Background: an optimization exercise with open tools, aiming at small area, a short achievable clock period and few clock cycles. Do not read the settings as production practice.
RTL that was checked went through simulation tests only; none was proved equivalent to the original.
Power and IR drop assume default switching activity.

==> flow/design.v <==
package flexka_pkg;
  typedef logic [16-1:0] word_t;
  typedef logic [$clog2(8):0] in_addr_t;
  typedef logic [$clog2(16)-1:0] out_addr_t;
  typedef logic [31:0] cycle_t;
  typedef enum logic [2:0] {
    NONE    = 3'd0,
    SIZE_A  = 3'd1,
    SIZE_B  = 3'd2,
    DATA_A  = 3'd3,
    DATA_B  = 3'd4,
    OUTADDR = 3'd5,
    START   = 3'd6
  } command_e;
  typedef enum logic [1:0] {
    IDLE, CLEAR, MULTIPLY, FLUSH
  } state_e;
endpackage
`timescale 1ns/100ps
module flexka (
  input  logic        clk,
  input  logic        rstn,
  input  logic        cmd_valid,
  input  logic [2:0]  cmd,
  input  logic [15:0] cmd_data,
  output logic [1:0]  flexka_state,
  output logic [15:0] out_data,
  output logic [31:0] elapsed_cycles
);
  localparam logic [2:0] C_SIZE_A = 3'd1, C_SIZE_B = 3'd2, C_DATA_A = 3'd3,
                         C_DATA_B = 3'd4, C_OUTADDR = 3'd5, C_START = 3'd6;
  localparam int AW = 37;
  function automatic logic [63:0] csa32(input logic [31:0] x, y, z);
    csa32 = {((x & y) | (x & z) | (y & z)) << 1, x ^ y ^ z};
  endfunction
  function automatic logic [2*AW-1:0] csaw(input logic [AW-1:0] x, y, z);
    csaw = {((x & y) | (x & z) | (y & z)) << 1, x ^ y ^ z};
  endfunction
  logic [15:0] mem_a [8];
  logic [15:0] mem_b [8];
  logic [2:0]  ptr_a, ptr_b;
  logic [3:0]  size_a, size_b;
  logic start;
  assign start = cmd_valid && cmd == C_START && !flexka_state[0];
  always_ff @(posedge clk) begin
    if (!rstn) begin
      ptr_a <= '0;
      ptr_b <= '0;
    end else if (cmd_valid) begin
      case (cmd)
        C_SIZE_A: ptr_a <= '0;
        C_SIZE_B: ptr_b <= '0;
        C_DATA_A: ptr_a <= ptr_a + 3'd1;
        C_DATA_B: ptr_b <= ptr_b + 3'd1;
        default: ;
      endcase
    end
  end
  always_ff @(posedge clk) begin
    if (cmd_valid && cmd == C_SIZE_A) size_a <= cmd_data[3:0];
    if (cmd_valid && cmd == C_SIZE_B) size_b <= cmd_data[3:0];
    for (int k = 0; k < 8; k++) begin
      if (cmd_valid && cmd == C_DATA_A && ptr_a == 3'(k)) mem_a[k] <= cmd_data;
      if (cmd_valid && cmd == C_DATA_B && ptr_b == 3'(k)) mem_b[k] <= cmd_data;
    end
  end
  logic        act, a_first;
  logic [2:0]  ci, cj, ci0, cj0;
  logic [15:0] opa, opb;
  logic [2:0]  na1, nb1;
  logic        ce, last;
  logic [2:0]  ni, nj, ni0, nj0;
  assign na1  = size_a[2:0] - 3'd1;
  assign nb1  = size_b[2:0] - 3'd1;
  assign ce   = (ci == na1) || (cj == 3'd0);
  assign last = ce && (ci0 == na1) && (cj0 == nb1);
  always_comb begin
    ni = '0; nj = '0; ni0 = '0; nj0 = '0;
    if (act && !last) begin
      if (!ce) begin
        ni = ci + 3'd1; nj = cj - 3'd1; ni0 = ci0; nj0 = cj0;
      end else if (cj0 != nb1) begin
        ni = ci0; nj = cj0 + 3'd1; ni0 = ci0; nj0 = cj0 + 3'd1;
      end else begin
        ni = ci0 + 3'd1; nj = cj0; ni0 = ci0 + 3'd1; nj0 = cj0;
      end
    end
  end
  always_ff @(posedge clk) begin
    if (!rstn) act <= 1'b0;
    else if (start) act <= 1'b1;
    else if (last) act <= 1'b0;
    a_first <= start;
    ci  <= ni;
    cj  <= nj;
    ci0 <= ni0;
    cj0 <= nj0;
    opa <= mem_a[ni];
    opb <= mem_b[nj];
  end
  logic [31:0] pp [16];
  logic [31:0] l1 [11];
  logic [31:0] l2 [8];
  logic [31:0] l3 [6];
  logic [31:0] l4 [4];
  always_comb begin
    for (int k = 0; k < 16; k++) pp[k] = opb[k] ? (32'(opa) << k) : 32'd0;
    for (int g = 0; g < 5; g++) {l1[2*g+1], l1[2*g]} = csa32(pp[3*g], pp[3*g+1], pp[3*g+2]);
    l1[10] = pp[15];
    for (int g = 0; g < 3; g++) {l2[2*g+1], l2[2*g]} = csa32(l1[3*g], l1[3*g+1], l1[3*g+2]);
    l2[6] = l1[9];
    l2[7] = l1[10];
    for (int g = 0; g < 2; g++) {l3[2*g+1], l3[2*g]} = csa32(l2[3*g], l2[3*g+1], l2[3*g+2]);
    l3[4] = l2[6];
    l3[5] = l2[7];
    for (int g = 0; g < 2; g++) {l4[2*g+1], l4[2*g]} = csa32(l3[3*g], l3[3*g+1], l3[3*g+2]);
  end
  logic [31:0]   br [4];
  logic          b_v, b_first, b_ce, b_last;
  logic [AW-1:0] acc_s, acc_c;
  always_ff @(posedge clk) begin
    if (!rstn) b_v <= 1'b0;
    else b_v <= act;
    b_first <= a_first;
    b_ce    <= ce;
    b_last  <= last;
    for (int k = 0; k < 4; k++) br[k] <= l4[k];
  end
  logic [AW-1:0] x_s, x_c, t1s, t1c, t2s, t2c, t3s, t3c, t4s, t4c;
  always_comb begin
    x_s = b_first ? '0 : acc_s;
    x_c = b_first ? '0 : acc_c;
    {t1c, t1s} = csaw(AW'(br[0]), AW'(br[1]), AW'(br[2]));
    {t2c, t2s} = csaw(AW'(br[3]), x_s, x_c);
    {t3c, t3s} = csaw(t1s, t1c, t2s);
    {t4c, t4s} = csaw(t2c, t3s, t3c);
  end
  logic [3:0]  wk;
  logic        cout_r;
  logic [15:0] mem_p [15];
  logic [16:0] wsum;
  assign wsum = 17'(t4s[15:0]) + 17'(t4c[15:0]) + 17'(cout_r);
  always_ff @(posedge clk) begin
    if (b_v) begin
      if (b_ce) begin
        acc_s <= AW'(t4s[AW-1:16]);
        acc_c <= AW'(t4c[AW-1:16]);
      end else begin
        acc_s <= t4s;
        acc_c <= t4c;
      end
    end
    if (start) begin
      wk     <= '0;
      cout_r <= 1'b0;
    end else if (b_v && b_ce) begin
      wk     <= wk + 4'd1;
      cout_r <= wsum[16];
    end
    for (int k = 0; k < 15; k++)
      if (b_v && b_ce && wk == 4'(k)) mem_p[k] <= wsum[15:0];
  end
  logic       busy;
  logic [6:0] cnt;
  always_ff @(posedge clk) begin
    if (!rstn) begin
      busy <= 1'b0;
      cnt  <= '0;
    end else begin
      if (start) busy <= 1'b1;
      else if (b_v && b_last) busy <= 1'b0;
      if (start) cnt <= '0;
      else if (busy) cnt <= cnt + 7'd1;
    end
  end
  logic [3:0]  ra0, ra1;
  logic [15:0] out_q, top;
  assign top = acc_s[15:0] + acc_c[15:0] + 16'(cout_r);
  always_ff @(posedge clk) begin
    if (!rstn) begin
      ra0 <= '0;
      ra1 <= '0;
    end else begin
      if (cmd_valid && cmd == C_OUTADDR) ra0 <= cmd_data[3:0];
      ra1 <= ra0;
    end
    if (ra1 == wk) out_q <= top;
    else if (ra1 < wk) out_q <= mem_p[ra1];
    else out_q <= '0;
  end
  assign flexka_state   = {1'b0, busy};
  assign out_data       = out_q;
  assign elapsed_cycles = {25'b0, cnt};
endmodule
==> flow/config.mk <==
export PLATFORM = sky130hd
export DESIGN_NAME = flexka
export DESIGN_NICKNAME = flexka
export VERILOG_FILES = /design/flow/design.v
export SDC_FILE = /design/flow/constraint.sdc
export NUM_CORES = 4
export LEC_CHECK = 0
export ABC_CLOCK_PERIOD_IN_PS = 2800
export CAP_MARGIN = 20
export CORE_MARGIN = 2
export CORE_UTILIZATION = 40
export SETUP_SLACK_MARGIN = 5
export SLEW_MARGIN = 20
==> flow/constraint.sdc <==
create_clock -name core_clock -period 8.0 [get_ports {clk}]
set_input_delay 1.6000 -clock core_clock [delete_from_list [all_inputs] [get_ports {clk}]]
set_output_delay 1.6000 -clock core_clock [all_outputs]
set_load 0.01 [all_outputs]
run.sh (not shown) runs the stock make flow with config.mk's settings and CLKGATE_MAP_FILE= SYNTH_SCRIPT=/design/flow/synth_recipe.tcl, a recipe that flattens the netlist after the stock synthesis.
Rerun with:
--- a/flow/design.v
+++ b/flow/design.v
@@ -39,7 +39,7 @@
   logic [15:0] mem_a [8];
   logic [15:0] mem_b [8];
   logic [2:0]  ptr_a, ptr_b;
-  logic [3:0]  size_a, size_b;
+  logic [2:0]  na1, nb1;   
   logic start;
   assign start = cmd_valid && cmd == C_START && !flexka_state[0];
   always_ff @(posedge clk) begin
@@ -57,8 +57,8 @@
     end
   end
   always_ff @(posedge clk) begin
-    if (cmd_valid && cmd == C_SIZE_A) size_a <= cmd_data[3:0];
-    if (cmd_valid && cmd == C_SIZE_B) size_b <= cmd_data[3:0];
+    if (cmd_valid && cmd == C_SIZE_A) na1 <= cmd_data[2:0] - 3'd1;
+    if (cmd_valid && cmd == C_SIZE_B) nb1 <= cmd_data[2:0] - 3'd1;
     for (int k = 0; k < 8; k++) begin
       if (cmd_valid && cmd == C_DATA_A && ptr_a == 3'(k)) mem_a[k] <= cmd_data;
       if (cmd_valid && cmd == C_DATA_B && ptr_b == 3'(k)) mem_b[k] <= cmd_data;
@@ -67,11 +67,8 @@
   logic        act, a_first;
   logic [2:0]  ci, cj, ci0, cj0;
   logic [15:0] opa, opb;
-  logic [2:0]  na1, nb1;
   logic        ce, last;
   logic [2:0]  ni, nj, ni0, nj0;
-  assign na1  = size_a[2:0] - 3'd1;
-  assign nb1  = size_b[2:0] - 3'd1;
   assign ce   = (ci == na1) || (cj == 3'd0);
   assign last = ce && (ci0 == na1) && (cj0 == nb1);
   always_comb begin
@@ -135,12 +132,14 @@
     {t3c, t3s} = csaw(t1s, t1c, t2s);
     {t4c, t4s} = csaw(t2c, t3s, t3c);
   end
-  logic [3:0]  wk;
-  logic        cout_r;
-  logic [15:0] mem_p [15];
-  logic [16:0] wsum;
-  assign wsum = 17'(t4s[15:0]) + 17'(t4c[15:0]) + 17'(cout_r);
-  always_ff @(posedge clk) begin
+  logic        c_v, c_last;
+  logic [15:0] e_s, e_c;
+  always_ff @(posedge clk) begin
+    if (!rstn) c_v <= 1'b0;
+    else c_v <= b_v && b_ce;
+    c_last <= b_last;
+    e_s <= t4s[15:0];
+    e_c <= t4c[15:0];
     if (b_v) begin
       if (b_ce) begin
         acc_s <= AW'(t4s[AW-1:16]);
@@ -150,15 +149,22 @@
         acc_c <= t4c;
       end
     end
+  end
+  logic [3:0]  wk;
+  logic        cout_r;
+  logic [15:0] mem_p [15];
+  logic [16:0] wsum;
+  assign wsum = 17'(e_s) + 17'(e_c) + 17'(cout_r);
+  always_ff @(posedge clk) begin
     if (start) begin
       wk     <= '0;
       cout_r <= 1'b0;
-    end else if (b_v && b_ce) begin
+    end else if (c_v) begin
       wk     <= wk + 4'd1;
       cout_r <= wsum[16];
     end
     for (int k = 0; k < 15; k++)
-      if (b_v && b_ce && wk == 4'(k)) mem_p[k] <= wsum[15:0];
+      if (c_v && wk == 4'(k)) mem_p[k] <= wsum[15:0];
   end
   logic       busy;
   logic [6:0] cnt;
@@ -168,7 +174,7 @@
       cnt  <= '0;
     end else begin
       if (start) busy <= 1'b1;
-      else if (b_v && b_last) busy <= 1'b0;
+      else if (c_v && c_last) busy <= 1'b0;
       if (start) cnt <= '0;
       else if (busy) cnt <= cnt + 7'd1;
     end
What happened: The new run finished with timing, DRC and antenna clean; worst hold slack degrades by 13 ps; combinational power shrinks by well over a third; routed wire length is lower by a few percent; worst setup slack gains 1000 ps; first-iteration DRC count is lower by a few percent; design area falls by a few percent; clock skew is about the same; die area stays flat.
Testbench counts after the change, summed over its fixed seeds: cycles 14,268.
The RTL of the first run of this note was laid out without a check of its function.

try-onyx:
flexka, a different RTL version from the one above (not shown whole).
Size: about 890 flip-flops, roughly 72 I/O pins, about 44000 µm² of cells after synthesis.
make LEC_CHECK=0 CAP_MARGIN=20 CORE_MARGIN=2 CORE_UTILIZATION=40 CTS_CLUSTER_DIAMETER=90 CTS_CLUSTER_SIZE=24 PLACE_DENSITY=0.45 SETUP_SLACK_MARGIN=5 SLEW_MARGIN=20 finish   # period 8.0 ns
In summary, try-onyx completed successfully, with a layout that passed the timing, design-rule and antenna checks.
Testbench counts of try-onyx, summed over its fixed seeds: cycles 10,206.
#### Input delta (try-quartz over try-onyx)
--- a/flow/design.v
+++ b/flow/design.v
@@ -230,23 +230,23 @@
     end else begin
       if (start) busy <= 1'b1;
       else if (b_last) busy <= 1'b0;
       if (start) cnt <= '0;
       else if (busy) cnt <= cnt + 6'd1;
     end
   end
   logic [3:0]  ra0, ra1;
   logic [4:0]  rd;
   logic [15:0] out_q;
   logic [47:0] top;
-  assign top = acc_s[47:0] + acc_c[47:0] + 48'(cout_r);
+  assign top = {acc_s[47:16] + acc_c[47:16] + 32'(wsum[16]), wsum[15:0]};
   assign rd  = 5'(ra1) - 5'(wk);
   always_ff @(posedge clk) begin
     if (!rstn) begin
       ra0 <= '0;
       ra1 <= '0;
     end else begin
       if (cmd_valid && cmd == C_OUTADDR) ra0 <= cmd_data[3:0];
       ra1 <= ra0;
     end
     if (rd[4]) out_q <= mem_p[ra1];
     else if (rd == 5'd0) out_q <= top[15:0];
### Flow results
- try-quartz ended with every stage complete and zero timing, DRC or antenna violations.
- try-quartz vs. try-onyx: met3 routing resource usage after global routing shows no meaningful change, total of flip-flops plus latches after synthesis held steady, post-synthesis to final-layout area growth now larger.
- Against try-onyx as the reference, try-quartz delivers a lower global-route wire length before repair.
- Compared with try-onyx, try-quartz improves overall routed net length.
- try-onyx → try-quartz: post-cts repair resize count has decreased; sequential cell count has remained practically unchanged.
- Delta (try-quartz minus try-onyx): adder-cell share of the synthesized area now sits higher; post-layout net count lower; static power due to leakage has decreased.
For try-quartz, only the layout was checked, not whether the RTL still works.

== lane 1 ==
Another version of the RTL of flexka (not shown whole).
Size in the first run: roughly 840 flip-flops, about 72 I/O pins.
==> flow/config.mk <==
export PLATFORM = sky130hd
export DESIGN_NAME = flexka
export DESIGN_NICKNAME = flexka
export VERILOG_FILES = /design/flow/design.v
export SDC_FILE = /design/flow/constraint.sdc
export NUM_CORES = 4
export LEC_CHECK = 0
export CAP_MARGIN = 20
export CORE_MARGIN = 2
export CORE_UTILIZATION = 40
export CTS_CLUSTER_DIAMETER = 90
export CTS_CLUSTER_SIZE = 24
export SETUP_SLACK_MARGIN = 5
export SLEW_MARGIN = 20
==> flow/constraint.sdc <==
create_clock -name core_clock -period 8.0 [get_ports {clk}]
set_input_delay 1.6000 -clock core_clock [delete_from_list [all_inputs] [get_ports {clk}]]
set_output_delay 1.6000 -clock core_clock [all_outputs]
set_load 0.01 [all_outputs]
Testbench counts of lane 1, summed over its fixed seeds: cycles 10,014.
Setup changes, lane 1 to lane 2
diff --git a/flow/design.v b/flow/design.v
--- a/flow/design.v
+++ b/flow/design.v
@@ -78,20 +78,20 @@
   end
   logic        act, a_first;
   logic [3:0]  ck, klast, k2;
   logic [2:0]  ci, si, ni, nsi;
   logic [1:0]  cc, sc, nc, nsc;
   logic [3:0]  nk;
   logic [15:0] opa0, opa1;   
   logic [31:0] opb;
-  logic        ce, last, adv, run_next, lastcol;
+  logic        ce, last, adv, run_next;
   assign klast = 4'(nae1) + {1'b0, nbc1, 1'b0};
   assign ce    = (cc == 2'd0) || (ci >= nae2);
-  assign last  = ce && lastcol;    
+  assign last  = ce && (ck == klast);
   assign adv   = act && !last;
   assign run_next = start || adv;
   assign k2  = ck + 4'd2;
   assign nsc = (k2[3:1] > {1'b0, nbc1}) ? nbc1 : k2[2:1];
   assign nsi = 3'(k2 - {1'b0, nsc, 1'b0});
   always_comb begin
     nk = '0; ni = '0; nc = '0;
     if (adv) begin
@@ -107,21 +107,19 @@
     else act <= run_next;
     a_first <= start;
     ck <= nk;
     ci <= ni;
     cc <= nc;
     if (!adv) begin
       si <= 3'd1;
       sc <= 2'd0;
-      lastcol <= 1'b0;
     end else if (ce) begin
       si <= nsi;
       sc <= nsc;
-      lastcol <= ck + 4'd1 == klast;
     end
     opa0 <= (!run_next || (na1z && ni[0])) ? 16'd0 : mem_a[ni];
     opa1 <= (!run_next || (na1z && ni[0])) ? 16'd0 : mem_a[ni];
     opb  <= {(nc == nbc1 && nbh) ? 16'd0 : mem_b[{nc, 1'b1}], mem_b[{nc, 1'b0}]};
   end
   logic [47:0] pp [16];
   logic [47:0] l1 [11];
   logic [47:0] l2 [8];
## What came out
Compared with lane 1, in lane 2 layout sequential cell count barely changed; share of synthesized cell area in and, or, nand and nor gates shows an increase of 0.59 points; power in sequential cells comparable; number of clock buffers in the layout decreased 4; clock network power comparable.
Number of cells produced by synthesis in lane 2 is 72 above lane 1.
There was hardly any difference in clock power share between lane 1 and lane 2.
Only the layout flow was run in lane 2; the RTL was not checked for function there.

[static timing again, ports no longer ideal]
The flow's constraints put no driver on any port. The routed layouts listed below were extracted and timed again, unchanged, in two steps. Step 1 sets driving cells, clkbuf_16 on the clock port and buf_2 on the other inputs (assumed; they add their load-dependent delay and slew). Step 2 times the ports against the registers' clock, not the clock port: input delays grow and output delays shrink by t, the midpoint of the rising clock arrivals with the driver on. Slacks: ideal / step 1 / step 2; pairs: ideal / step 1.
run | t, ns | slack for setup (ns) | worst setup path at the end | clock arrival spread, ns | worst data-port slew with drivers (ns)
the first run of note 1 | 0.703 | 4.009 / 4.009 / 4.009 | register to register | 0.040 / 0.040 | 0.04
the second run of note 1 | 0.714 | 5.013 / 5.000 / 4.332 | input to register | 0.038 / 0.038 | 0.03
try-onyx | 0.717 | 4.985 / 4.985 / 4.447 | input to register | 0.053 / 0.052 | 0.03
try-quartz | 0.724 | 3.848 / 3.848 / 3.848 | register to register | 0.040 / 0.040 | 0.03
lane 1 | 0.739 | 4.953 / 4.953 / 4.392 | input to register | 0.047 / 0.048 | 0.05
lane 2 | 0.751 | 4.888 / 4.888 / 4.323 | input to register | 0.056 / 0.056 | 0.08
After both steps every run listed still meets setup and hold. For the second run of note 1, which loses most, drivers alone change the setup slack by -0.013 ns; drivers and shift together by -0.681 ns.
